Background: an optimization exercise with open tools, aiming at small area and a short achievable clock period. Do not read the settings as production practice. RTL that was checked went through simulation tests only; none was proved equivalent to the original. The flow treats the clock pin as an ideal source, which a real chip does not have.

==> flow/design.v <==
package noc_pkg;
	localparam int num_nodes = 8;
	localparam int node_w = $clog2(num_nodes);
	localparam int num_ports = 3;
	localparam int num_vcs = 2;
	localparam int vc_w = $clog2(num_vcs);
	localparam int vc_depth = 2;
	localparam int flit_data_w = 15;
	localparam int flit_w = 2 + vc_w + flit_data_w;
	localparam int kind_lsb = vc_w + flit_data_w;
	localparam int vc_lsb = flit_data_w;
	localparam logic [1:0] port_anticlockwise = 2'd0;
	localparam logic [1:0] port_clockwise = 2'd1;
	localparam logic [1:0] port_across = 2'd2;
	localparam logic [1:0] port_local = 2'd3;
	localparam logic [1:0] kind_tail = 2'b00;
	localparam logic [1:0] kind_head = 2'b01;
	localparam logic [1:0] kind_body = 2'b10;
	localparam logic [1:0] kind_header = 2'b11;
	function automatic logic [1:0] route_dir(input logic [2:0] dest,
		input logic [2:0] cur);
		logic [2:0] d;
		d = dest - cur;
		case (d)
			3'd0: route_dir = port_local;
			3'd1, 3'd2: route_dir = port_clockwise;
			3'd6, 3'd7: route_dir = port_anticlockwise;
			default: route_dir = port_across;
		endcase
	endfunction
endpackage
`timescale 1ns/100ps
module spidergon_node #(
	parameter logic [noc_pkg::node_w-1:0] node_id = 0
) (
	input logic clk,
	input logic reset,
	input logic [noc_pkg::flit_w-1:0] in_flit_across,
	input logic [noc_pkg::flit_w-1:0] in_flit_clockwise,
	input logic [noc_pkg::flit_w-1:0] in_flit_anticlockwise,
	input logic [noc_pkg::num_ports-1:0] in_valid,
	output logic [noc_pkg::num_ports*noc_pkg::num_vcs-1:0] vc_free,
	output logic [noc_pkg::num_ports*noc_pkg::num_vcs-1:0] vc_full,
	output logic [noc_pkg::flit_w-1:0] out_flit_across,
	output logic [noc_pkg::flit_w-1:0] out_flit_clockwise,
	output logic [noc_pkg::flit_w-1:0] out_flit_anticlockwise,
	output logic [noc_pkg::num_ports-1:0] out_valid,
	input logic [noc_pkg::num_ports*noc_pkg::num_vcs-1:0] adj_vc_free,
	input logic [noc_pkg::num_ports*noc_pkg::num_vcs-1:0] adj_vc_full,
	output logic [noc_pkg::flit_w-1:0] eject_flit,
	output logic eject_valid
);
	localparam int nb = 6;
	localparam int sw = 17;
	logic [2:0][noc_pkg::flit_w-1:0] in_f;
	assign in_f[0] = in_flit_anticlockwise;
	assign in_f[1] = in_flit_clockwise;
	assign in_f[2] = in_flit_across;
	logic [nb-1:0][sw-1:0] mem0, mem1;
	logic [nb-1:0] rd;        
	logic [nb-1:0] rdb;       
	logic [nb-1:0] ne;        
	logic [nb-1:0] full;
	logic [nb-1:0] free;      
	logic [nb-1:0][1:0] ldir;
	logic [nb-1:0] wr_en;
	logic [nb-1:0] deq;
	logic [nb-1:0][1:0] fk;   
	logic [nb-1:0][2:0] fdest;
	logic [nb-1:0] head;      
	logic [nb-1:0][1:0] dir;
	logic [nb-1:0][sw-1:0] back;
	logic [3:0][nb-1:0] sel_q;
	logic [3:0][nb-1:0] lk;
	logic [3:0][nb-1:1] mask;
	logic [3:0][nb-1:0] req;
	logic [3:0][nb-1:0] grant;
	for (genvar b = 0; b < nb; b++)
	begin : g_buf
		localparam int p = b / 2;
		localparam int v = b % 2;
		logic [sw-1:0] fr;
		assign wr_en[b] = in_valid[p] && (in_f[p][15] == v) && !full[b];
		assign fr = rd[b] ? mem1[b] : mem0[b];
		assign back[b] = rdb[b] ? mem0[b] : mem1[b];
		assign fk[b] = fr[16:15];
		assign fdest[b] = fr[14:12];
		assign head[b] = fk[b][0];
		assign dir[b] = head[b] ? noc_pkg::route_dir(fdest[b], node_id) : ldir[b];
		always_ff @(posedge clk)
		begin
			if (wr_en[b] && !(rd[b] ^ ne[b]))
				mem0[b] <= {in_f[p][17:16], in_f[p][14:0]};
			if (wr_en[b] && (rd[b] ^ ne[b]))
				mem1[b] <= {in_f[p][17:16], in_f[p][14:0]};
		end
		always_ff @(posedge clk)
		begin
			rd[b] <= (rd[b] && !reset) ^ deq[b];
			rdb[b] <= (rdb[b] && !reset) ^ deq[b];
		end
		always_ff @(posedge clk)
		begin
			if (reset)
			begin
				ne[b] <= 1'b0;
				full[b] <= 1'b0;
				free[b] <= 1'b1;
				ldir[b] <= noc_pkg::port_local;
			end
			else
			begin
				ne[b] <= wr_en[b] || (ne[b] && !(deq[b] && !full[b]));
				full[b] <= full[b] ? !deq[b] : (ne[b] && wr_en[b] && !deq[b]);
				if (wr_en[b] && in_f[p][16])
					free[b] <= 1'b0;
				else if (deq[b] && (fk[b][1] == fk[b][0]))
					free[b] <= 1'b1;
				if (ne[b] && fk[b] == noc_pkg::kind_head)
					ldir[b] <= dir[b];
			end
		end
		assign deq[b] = grant[0][b] | grant[1][b] | grant[2][b] | grant[3][b];
	end
	assign vc_free = free;
	assign vc_full = full;
	for (genvar o = 0; o < 4; o++)
	begin : g_out
		logic [nb-1:0] hi;
				logic [nb-1:1] kill;
		logic [sw-1:0] of;
		for (genvar b = 0; b < nb; b++)
		begin : g_req
			logic ok_lock;
			logic ok_flow;
			assign ok_lock = !(|lk[o]) || lk[o][b];
			if (o == 3)
				assign ok_flow = 1'b1;
			else
				assign ok_flow = !adj_vc_full[o*2 + b%2] && (!head[b] || adj_vc_free[o*2 + b%2]);
			assign req[o][b] = ne[b] && (dir[b] == o) && ok_lock && ok_flow;
		end
		assign hi = req[o] & {mask[o], 1'b0};
		for (genvar b = 0; b < nb; b++)
		begin : g_grant
			if (b == 0)
				assign grant[o][b] = req[o][b] && !(|hi);
			else
				assign grant[o][b] = req[o][b] && (mask[o][b] ? !(|hi[b-1:0]) :
					!(|hi) && !(|req[o][b-1:0]));
			if (b > 0)
				assign kill[b] = |grant[o][b-1:0];
		end
		always_ff @(posedge clk)
		begin
			if (reset)
			begin
				sel_q[o] <= '0;
				lk[o] <= '0;
				mask[o] <= '0;
			end
			else
			begin
				sel_q[o] <= grant[o];
				for (int b = 0; b < nb; b++)
				begin
					if (grant[o][b])
						lk[o][b] <= (fk[b] == noc_pkg::kind_head) ||
							(fk[b] != noc_pkg::kind_tail && lk[o][b]);
				end
				if (|req[o])
					mask[o] <= kill[nb-1:1];
			end
		end
		always_comb
		begin
			of = '0;
			for (int b = 0; b < nb; b++)
				if (sel_q[o][b])
					of = of | back[b];
		end
		assign g_out_flit[o] = {of[16:15], sel_q[o][1] | sel_q[o][3] | sel_q[o][5], of[14:0]};
		assign g_out_valid[o] = |sel_q[o];
	end
	logic [3:0][noc_pkg::flit_w-1:0] g_out_flit;
	logic [3:0] g_out_valid;
	assign out_flit_anticlockwise = g_out_flit[0];
	assign out_flit_clockwise = g_out_flit[1];
	assign out_flit_across = g_out_flit[2];
	assign eject_flit = g_out_flit[3];
	assign out_valid = g_out_valid[2:0];
	assign eject_valid = g_out_valid[3];
endmodule
==> flow/config.mk <==
export PLATFORM = sky130hd
export DESIGN_NAME = spidergon_node
export DESIGN_NICKNAME = spidergon_node
export VERILOG_FILES = /design/flow/design.v
export SDC_FILE = /design/flow/constraint.sdc
export NUM_CORES = 4
export LEC_CHECK = 0
export CAP_MARGIN = 20
export CORE_MARGIN = 2
export CORE_UTILIZATION = 60
export CTS_CLUSTER_DIAMETER = 100
export CTS_CLUSTER_SIZE = 20
export PLACE_DENSITY = 0.75
export SETUP_SLACK_MARGIN = 2.8
export SLEW_MARGIN = 20
export TNS_END_PERCENT = 0
==> flow/constraint.sdc <==
create_clock -name core_clock -period 6.0 [get_ports {clk}]
set_input_delay 1.2000 -clock core_clock [delete_from_list [all_inputs] [get_ports {clk}]]
set_output_delay 1.2000 -clock core_clock [all_outputs]
set_load 0.01 [all_outputs]
standard.sh (not shown) runs the stock make flow with config.mk's settings and CLKGATE_MAP_FILE= SYNTH_SCRIPT=/design/flow/synth_recipe.tcl, a recipe that flattens the netlist after the stock synthesis.
==> flow/flow/run.sh <==
#!/bin/bash
# The standard layout with two changes: plain buf_2 cells as the port buffers (every
# port still gets its own buffer), and before clock tree synthesis the flip-flops that
# drive many loads are given a stronger drive (same cell type, dfxtp_1 -> dfxtp_4)
set -euo pipefail
here=$(pwd)
export BUFFER_PORTS_ARGS="-buffer_cell sky130_fd_sc_hd__buf_2"
export PRE_CTS_TCL="$here/flow/upsize.tcl"
export UPSIZE_FANOUT=8
bash standard.sh > standard_flow.log 2>&1
==> flow/flow/upsize.tcl <==
# size up weak flip-flops that drive many loads (drive strength only, same cell type)
set n 0
foreach inst [all_registers] {
  set master [get_property $inst ref_name]
  if {$master eq "sky130_fd_sc_hd__dfxtp_1"} {
    set q [get_pins -of_objects $inst -filter "direction==output"]
    set fo [llength [get_pins -of_objects [get_nets -of_objects $q] -filter "direction==input"]]
    if {$fo >= $::env(UPSIZE_FANOUT)} { replace_cell $inst sky130_fd_sc_hd__dfxtp_4; incr n }
  }
}
puts "upsized $n flip-flops"
Then changed:
--- a/flow/design.v
+++ b/flow/design.v
@@ -56,11 +56,10 @@
 	assign in_f[0] = in_flit_anticlockwise;
 	assign in_f[1] = in_flit_clockwise;
 	assign in_f[2] = in_flit_across;
 	logic [nb-1:0][sw-1:0] mem0, mem1;
 	logic [nb-1:0] rd;        
-	logic [nb-1:0] rdb;       
 	logic [nb-1:0] ne;        
 	logic [nb-1:0] full;
 	logic [nb-1:0] free;      
 	logic [nb-1:0][1:0] ldir;
 	logic [nb-1:0] wr_en;
@@ -80,11 +79,11 @@
 		localparam int p = b / 2;
 		localparam int v = b % 2;
 		logic [sw-1:0] fr;
 		assign wr_en[b] = in_valid[p] && (in_f[p][15] == v) && !full[b];
 		assign fr = rd[b] ? mem1[b] : mem0[b];
-		assign back[b] = rdb[b] ? mem0[b] : mem1[b];
+		assign back[b] = rd[b] ? mem0[b] : mem1[b];
 		assign fk[b] = fr[16:15];
 		assign fdest[b] = fr[14:12];
 		assign head[b] = fk[b][0];
 		assign dir[b] = head[b] ? noc_pkg::route_dir(fdest[b], node_id) : ldir[b];
 		always_ff @(posedge clk)
@@ -95,11 +94,10 @@
 				mem1[b] <= {in_f[p][17:16], in_f[p][14:0]};
 		end
 		always_ff @(posedge clk)
 		begin
 			rd[b] <= (rd[b] && !reset) ^ deq[b];
-			rdb[b] <= (rdb[b] && !reset) ^ deq[b];
 		end
 		always_ff @(posedge clk)
 		begin
 			if (reset)
 			begin
=>
- The changed run finished clean
- count of clock-buffer cells in the layout is lower by 1
- clock skew is higher by 0.0067 ns
- fmax is lower by 4.4%
- via count is lower by 2.2%
- worst setup slack got worse by 0.15 ns
For the second run of this note, only the layout was checked, not whether the RTL still works.

-- re-timing with driven ports --
The results above use ideal ports. As a check the final layouts listed here were re-extracted and re-timed, cells and wires unchanged.
Step 1: set_driving_cell puts a clkbuf_16 on clk and a buf_2 on each other input, an assumption about the parent block.
Step 2, shift: input delay + t, output delay - t, t = (earliest + latest rising clock arrival at the registers) / 2. This alone moves slack from input paths to output paths.
Three values: ideal, step 1, step 2; two values: the first two.
run | shift t [ns] | setup WS [ns] | slew at the worst register clock pin (ns) | worst slew at a driven data input, ns
the first run | 0.581 | 2.749 / 2.697 / 2.300 | 0.09 / 0.09 | 0.08
the second run | 0.554 | 2.600 / 2.600 / 2.304 | 0.10 / 0.10 | 0.04
After both steps setup and hold are still met in every run listed. The setup slack of the first run, which loses most, moves by -0.052 ns with the drivers and by -0.449 ns with both steps.
